Background: an optimization exercise with open tools, aiming at small area. Do not read the settings as production practice. In this exercise RTL edits were held to simulation tests only and were not proved equivalent to the original. No activity file was given, so power comes from the tool's default toggle rates.

Setup of 07-02:
==> flow/design.v <==
package ascon_pkg;
  typedef enum logic [2:0] {
    ST_IDLE   = 3'd0,
    ST_LOAD   = 3'd1,
    ST_START  = 3'd2,
    ST_WAIT   = 3'd3,
    ST_GAP    = 3'd6,
    ST_UNLOAD = 3'd7,
    ST_RESP   = 3'd4
  } state_t;
  localparam logic MODE_ENC = 1'b0;
  localparam logic MODE_DEC = 1'b1;
  localparam int K_DEF = 128;
  localparam int A_L_DEF = 112;
  localparam int TEXT_L_DEF = 128;
  localparam int NONCE_L = 128;
  localparam int TAG_L = 128;
  function automatic int max4(input int a, input int b, input int c, input int d);
    int ab;
    int cd;
    ab = a > b ? a : b;
    cd = c > d ? c : d;
    max4 = ab > cd ? ab : cd;
  endfunction
endpackage
module ascon_sr_out #(
  parameter int W = 128
) (
  input  logic         clk,
  input  logic         ld_n,
  input  logic         sh_n,
  input  logic         top,
  input  logic [W-1:0] ld_val,
  output logic         s0
);
  logic [W-1:0] sr_q;
  always_ff @(posedge clk) begin
    for (int j = 0; j < W; j++)
      sr_q[j] <= ~((ld_n | ld_val[W-1-j]) & (sh_n | (j == W-1 ? top : sr_q[(j+1) % W])));
  end
  assign s0 = sr_q[0];
endmodule
module ascon_serdes #(
  parameter int W = 128
) (
  input  logic         clk,
  input  logic         ld,
  input  logic [W-1:0] ld_val,
  input  logic         hold_n,
  input  logic         sh_n,
  input  logic         si,
  output logic         so,
  output logic [W-1:0] q
);
  logic [W-1:0] sr_q, keep;
  always_comb begin
    for (int j = 0; j < W; j++)
      keep[j] = ~((hold_n | sr_q[j]) & (sh_n | (j == W-1 ? si : sr_q[(j+1) % W])));
  end
  always_ff @(posedge clk) begin
    for (int j = 0; j < W; j++)
      sr_q[j] <= ~((ld & ld_val[W-1-j]) | keep[j]);
  end
  assign so = sr_q[0];
  assign q = sr_q;
endmodule
module ascon_ctrl #(
  parameter int K = ascon_pkg::K_DEF,
  parameter int A_L = ascon_pkg::A_L_DEF,
  parameter int TEXT_L = ascon_pkg::TEXT_L_DEF,
  parameter int MAX = ascon_pkg::max4(K, A_L, TEXT_L, ascon_pkg::TAG_L),
  parameter int START_CYC = 5,
  parameter int GAP_CYC = 2,
  parameter int TIMEOUT = 4095
) (
  input  logic               clk,
  input  logic               rst,
  input  logic               req_valid,
  output logic               req_ready,
  input  logic               req_mode,
  input  logic [K-1:0]       req_key,
  input  logic [ascon_pkg::NONCE_L-1:0] req_nonce,
  input  logic [A_L-1:0]     req_ad,
  input  logic [TEXT_L-1:0]  req_text,
  input  logic [ascon_pkg::TAG_L-1:0]   req_tag,
  output logic               core_key_SI,
  output logic               core_nonce_SI,
  output logic               core_ad_SI,
  output logic               core_text_SI,
  output logic               core_tag_SI,
  output logic               core_enc_start,
  output logic               core_dec_start,
  input  logic               core_text_SO,
  input  logic               core_tag_SO,
  input  logic               core_enc_done,
  input  logic               core_dec_done,
  input  logic               core_auth,
  output logic               rsp_valid,
  input  logic               rsp_ready,
  output logic [TEXT_L-1:0]  rsp_text,
  output logic [ascon_pkg::TAG_L-1:0]   rsp_tag,
  output logic               rsp_auth,
  output logic               rsp_err,
  output logic               rsp_mode,
  output logic               busy
);
  localparam int CW = $clog2((MAX > TIMEOUT ? MAX : TIMEOUT) + 1);
  ascon_pkg::state_t state_q, state_d;
  logic [CW-1:0] cnt_q;
  logic mode_q, seen_q, auth_q, err_q, shift_q, busy_q;
  logic idle, load, start, waiting, gap, unload, resp, done_m, go_gap, timeout, clear;
  logic key_s0, nonce_s0, ad_s0, text_s0, tag_s0;
  assign idle = state_q == ascon_pkg::ST_IDLE;
  assign load = state_q == ascon_pkg::ST_LOAD;
  assign start = state_q == ascon_pkg::ST_START;
  assign waiting = state_q == ascon_pkg::ST_WAIT;
  assign gap = state_q == ascon_pkg::ST_GAP;
  assign unload = state_q == ascon_pkg::ST_UNLOAD;
  assign resp = state_q == ascon_pkg::ST_RESP;
  assign done_m = mode_q == ascon_pkg::MODE_DEC ? core_dec_done : core_enc_done;
  assign go_gap = seen_q || done_m;
  assign timeout = &cnt_q[CW-1:1];
  assign clear = idle || (start && cnt_q[2]) || (waiting && go_gap);
  always_comb begin
    state_d = state_q;
    case (state_q)
      ascon_pkg::ST_IDLE: if (req_valid) state_d = ascon_pkg::ST_LOAD;
      ascon_pkg::ST_LOAD: if (&cnt_q[6:0]) state_d = ascon_pkg::ST_START;
      ascon_pkg::ST_START: if (cnt_q[2]) state_d = ascon_pkg::ST_WAIT;
      ascon_pkg::ST_WAIT: if (go_gap) state_d = ascon_pkg::ST_GAP;
        else if (timeout) state_d = ascon_pkg::ST_RESP;
      ascon_pkg::ST_GAP: if (cnt_q[0]) state_d = ascon_pkg::ST_UNLOAD;
      ascon_pkg::ST_UNLOAD: if (cnt_q[7] && cnt_q[0]) state_d = ascon_pkg::ST_RESP;
      ascon_pkg::ST_RESP: if (rsp_ready) state_d = ascon_pkg::ST_IDLE;
      default: state_d = ascon_pkg::ST_IDLE;
    endcase
  end
  always_ff @(posedge clk or posedge rst) begin
    if (rst) begin
      state_q <= ascon_pkg::ST_IDLE;
      cnt_q <= '0;
      mode_q <= 1'b0;
      seen_q <= 1'b0;
      auth_q <= 1'b0;
      err_q <= 1'b0;
      shift_q <= 1'b0;
      busy_q <= 1'b0;
    end else begin
      state_q <= state_d;
      cnt_q <= clear ? '0 : cnt_q + 1'b1;
      if (idle) mode_q <= req_mode;
      seen_q <= !idle && (seen_q || (start && done_m));
      if (idle) auth_q <= 1'b0;
      else if ((start || waiting) && done_m) auth_q <= mode_q == ascon_pkg::MODE_DEC && core_auth;
      err_q <= !idle && (err_q || (waiting && !go_gap && timeout));
      shift_q <= state_d != ascon_pkg::ST_IDLE && state_d != ascon_pkg::ST_RESP;
      busy_q <= state_d != ascon_pkg::ST_IDLE;
    end
  end
  ascon_sr_out #(.W(K)) u_key (.clk(clk), .ld_n(busy_q), .sh_n(idle), .top(1'b1), .ld_val(req_key), .s0(key_s0));
  ascon_sr_out #(.W(ascon_pkg::NONCE_L)) u_nonce (.clk(clk), .ld_n(busy_q), .sh_n(idle), .top(1'b1), .ld_val(req_nonce), .s0(nonce_s0));
  ascon_sr_out #(.W(A_L)) u_ad (.clk(clk), .ld_n(busy_q), .sh_n(idle), .top(~cnt_q[0]), .ld_val(req_ad), .s0(ad_s0));
  ascon_serdes #(.W(TEXT_L)) u_text (
    .clk(clk), .ld(idle), .ld_val(req_text), .hold_n(!resp), .sh_n(!shift_q), .si(unload & core_text_SO),
    .so(text_s0), .q(rsp_text)
  );
  ascon_serdes #(.W(ascon_pkg::TAG_L)) u_tag (
    .clk(clk), .ld(idle), .ld_val(req_tag), .hold_n(!resp), .sh_n(!shift_q), .si(unload & core_tag_SO),
    .so(tag_s0), .q(rsp_tag)
  );
  assign core_key_SI = load & (key_s0 ^ ~cnt_q[0]);
  assign core_nonce_SI = load & (nonce_s0 ^ ~cnt_q[0]);
  assign core_ad_SI = load & (ad_s0 ^ ~cnt_q[0]);
  assign core_text_SI = load & ~text_s0;
  assign core_tag_SI = load & ~tag_s0;
  assign core_enc_start = start && mode_q == ascon_pkg::MODE_ENC;
  assign core_dec_start = start && mode_q == ascon_pkg::MODE_DEC;
  assign req_ready = !busy_q;
  assign busy = busy_q;
  assign rsp_valid = resp;
  assign rsp_auth = auth_q;
  assign rsp_err = err_q;
  assign rsp_mode = mode_q;
endmodule
export LEC_CHECK = 0
export ABC_AREA = 1
export CAP_MARGIN = 20
export CORE_AREA = 5 5 325 325
export DIE_AREA = 0 0 330 330
export SLEW_MARGIN = 20
create_clock -name core_clock -period 4.0 [get_ports {clk}]
standard.sh (not shown) runs the stock make flow with config.mk's settings and CLKGATE_MAP_FILE= SYNTH_SCRIPT=/design/flow/synth_recipe.tcl, a recipe that flattens the netlist after the stock synthesis.
==> flow/flow/run.sh <==
#!/bin/bash
# The standard layout (standard.sh) with three changes to how it is built:
#  - ports are buffered with the smallest buffer, sky130_fd_sc_hd__buf_1;
#  - the clock tree uses clkbuf_8 on clusters of up to 16 sinks, without dummy loads;
#  - synthesis may not pick the larger drive strengths of the lane gates (o22ai, a21oi), on
#    top of the platform's own don't-use list.
# make's full output goes to make_finish.log here; each ORFS step keeps its own log under orfs/logs.
set -euo pipefail
cd "$(dirname "$0")/.."
DONT_USE="sky130_fd_sc_hd__probe_p_8 sky130_fd_sc_hd__probec_p_8 sky130_fd_sc_hd__lpflow_bleeder_1 sky130_fd_sc_hd__lpflow_clkbufkapwr_1 sky130_fd_sc_hd__lpflow_clkbufkapwr_16 sky130_fd_sc_hd__lpflow_clkbufkapwr_2 sky130_fd_sc_hd__lpflow_clkbufkapwr_4 sky130_fd_sc_hd__lpflow_clkbufkapwr_8 sky130_fd_sc_hd__lpflow_clkinvkapwr_1 sky130_fd_sc_hd__lpflow_clkinvkapwr_16 sky130_fd_sc_hd__lpflow_clkinvkapwr_2 sky130_fd_sc_hd__lpflow_clkinvkapwr_4 sky130_fd_sc_hd__lpflow_clkinvkapwr_8 sky130_fd_sc_hd__lpflow_decapkapwr_12 sky130_fd_sc_hd__lpflow_decapkapwr_3 sky130_fd_sc_hd__lpflow_decapkapwr_4 sky130_fd_sc_hd__lpflow_decapkapwr_6 sky130_fd_sc_hd__lpflow_decapkapwr_8 sky130_fd_sc_hd__lpflow_inputiso0n_1 sky130_fd_sc_hd__lpflow_inputiso0p_1 sky130_fd_sc_hd__lpflow_inputiso1n_1 sky130_fd_sc_hd__lpflow_inputiso1p_1 sky130_fd_sc_hd__lpflow_inputisolatch_1 sky130_fd_sc_hd__lpflow_isobufsrc_1 sky130_fd_sc_hd__lpflow_isobufsrc_16 sky130_fd_sc_hd__lpflow_isobufsrc_2 sky130_fd_sc_hd__lpflow_isobufsrc_4 sky130_fd_sc_hd__lpflow_isobufsrc_8 sky130_fd_sc_hd__lpflow_isobufsrckapwr_16 sky130_fd_sc_hd__lpflow_lsbuf_lh_hl_isowell_tap_1 sky130_fd_sc_hd__lpflow_lsbuf_lh_hl_isowell_tap_2 sky130_fd_sc_hd__lpflow_lsbuf_lh_hl_isowell_tap_4 sky130_fd_sc_hd__lpflow_lsbuf_lh_isowell_4 sky130_fd_sc_hd__lpflow_lsbuf_lh_isowell_tap_1 sky130_fd_sc_hd__lpflow_lsbuf_lh_isowell_tap_2 sky130_fd_sc_hd__lpflow_lsbuf_lh_isowell_tap_4 sky130_fd_sc_hd__o22ai_2 sky130_fd_sc_hd__o22ai_4 sky130_fd_sc_hd__a21oi_2 sky130_fd_sc_hd__a21oi_4"
bash standard.sh \
  "DONT_USE_CELLS=$DONT_USE" \
  "BUFFER_PORTS_ARGS=-buffer_cell sky130_fd_sc_hd__buf_1" \
  "CTS_ARGS=-sink_clustering_enable -repair_clock_nets -dont_use_dummy_load -buf_list sky130_fd_sc_hd__clkbuf_8 -sink_clustering_size 16 -sink_clustering_max_diameter 80" \
  finish > make_finish.log 2>&1
07-02 reached the end of the flow, and the finished layout is clean on the timing, design-rule and antenna checks.
> inputs changed (07-02 -> 01-05)
-- flow/design.v --
<<< 07-02, line 139
    if (rst) begin
      state_q <= ascon_pkg::ST_IDLE;
      cnt_q <= '0;
      mode_q <= 1'b0;
      seen_q <= 1'b0;
      auth_q <= 1'b0;
      err_q <= 1'b0;
      shift_q <= 1'b0;
      busy_q <= 1'b0;
    end else begin
      state_q <= state_d;
      cnt_q <= clear ? '0 : cnt_q + 1'b1;
      if (idle) mode_q <= req_mode;
      seen_q <= !idle && (seen_q || (start && done_m));
      if (idle) auth_q <= 1'b0;
      else if ((start || waiting) && done_m) auth_q <= mode_q == ascon_pkg::MODE_DEC && core_auth;
      err_q <= !idle && (err_q || (waiting && !go_gap && timeout));
      shift_q <= state_d != ascon_pkg::ST_IDLE && state_d != ascon_pkg::ST_RESP;
      busy_q <= state_d != ascon_pkg::ST_IDLE;
    end
  end
  ascon_sr_out #(.W(K)) u_key (.clk(clk), .ld_n(busy_q), .sh_n(idle), .top(1'b1), .ld_val(req_key), .s0(key_s0));
>>> 01-05, line 139
    if (rst) begin
      state_q <= ascon_pkg::ST_IDLE;
      shift_q <= 1'b0;
      busy_q <= 1'b0;
    end else begin
      state_q <= state_d;
      shift_q <= state_d != ascon_pkg::ST_IDLE && state_d != ascon_pkg::ST_RESP;
      busy_q <= state_d != ascon_pkg::ST_IDLE;
    end
  end
  always_ff @(posedge clk) begin
    cnt_q <= clear ? '0 : cnt_q + 1'b1;
    if (idle) mode_q <= req_mode;
    seen_q <= !idle && (seen_q || (start && done_m));
    if (idle) auth_q <= 1'b0;
    else if ((start || waiting) && done_m) auth_q <= mode_q == ascon_pkg::MODE_DEC && core_auth;
    err_q <= !idle && (err_q || (waiting && !go_gap && timeout));
  end
  ascon_sr_out #(.W(K)) u_key (.clk(clk), .ld_n(busy_q), .sh_n(idle), .top(1'b1), .ld_val(req_key), .s0(key_s0));
--- outcome ---
01-05 against 07-02: proportion of power drawn by combinational gates went up, total detailed-routing wirelength went down, mean instance size in the synthesized netlist went down, area of the mapped netlist went down.
The met1 routing resource usage after global routing in 01-05 sits 0.58 points above the value recorded for 07-02.
NOTE wire length of the first global-routing pass 07-02->01-05 decreased slightly
Non-clock buffer count: 01-05 < 07-02
As far as number of gates given a new drive strength after cts goes, 07-02 and 01-05 are indistinguishable; the numbers are identical.
Worst clock skew ends up lower on 01-05.
01-05 vs 07-02: number of global-route vias before repair up slightly
Power (07-02 / 01-05): 0.58
Between 07-02 and 01-05, the utilization after layout figures differ only marginally.

## re-timing with driven ports
The results above use ideal ports. As a check the final layouts listed here were re-extracted and re-timed, cells and wires unchanged. Step 1 assumes that a clkbuf_16 drives the clock port and a buf_2 every other input. Step 2 moves the port delays by t, midway between the first and last clock arrival at a register: inputs arrive t later, outputs are due t later. That takes back most of the time a late clock gives input paths. Three values: ideal, step 1, step 2; two values: the first two.
run	t, ns	setup WS [ns]	worst setup path at the end	pins driven straight from the clock port
07-02	0.707	0.762 / 0.712 / 1.418	register to output	1
01-05	0.713	1.067 / 1.014 / 1.614	register to register	1
After both steps every run listed still meets setup and hold.
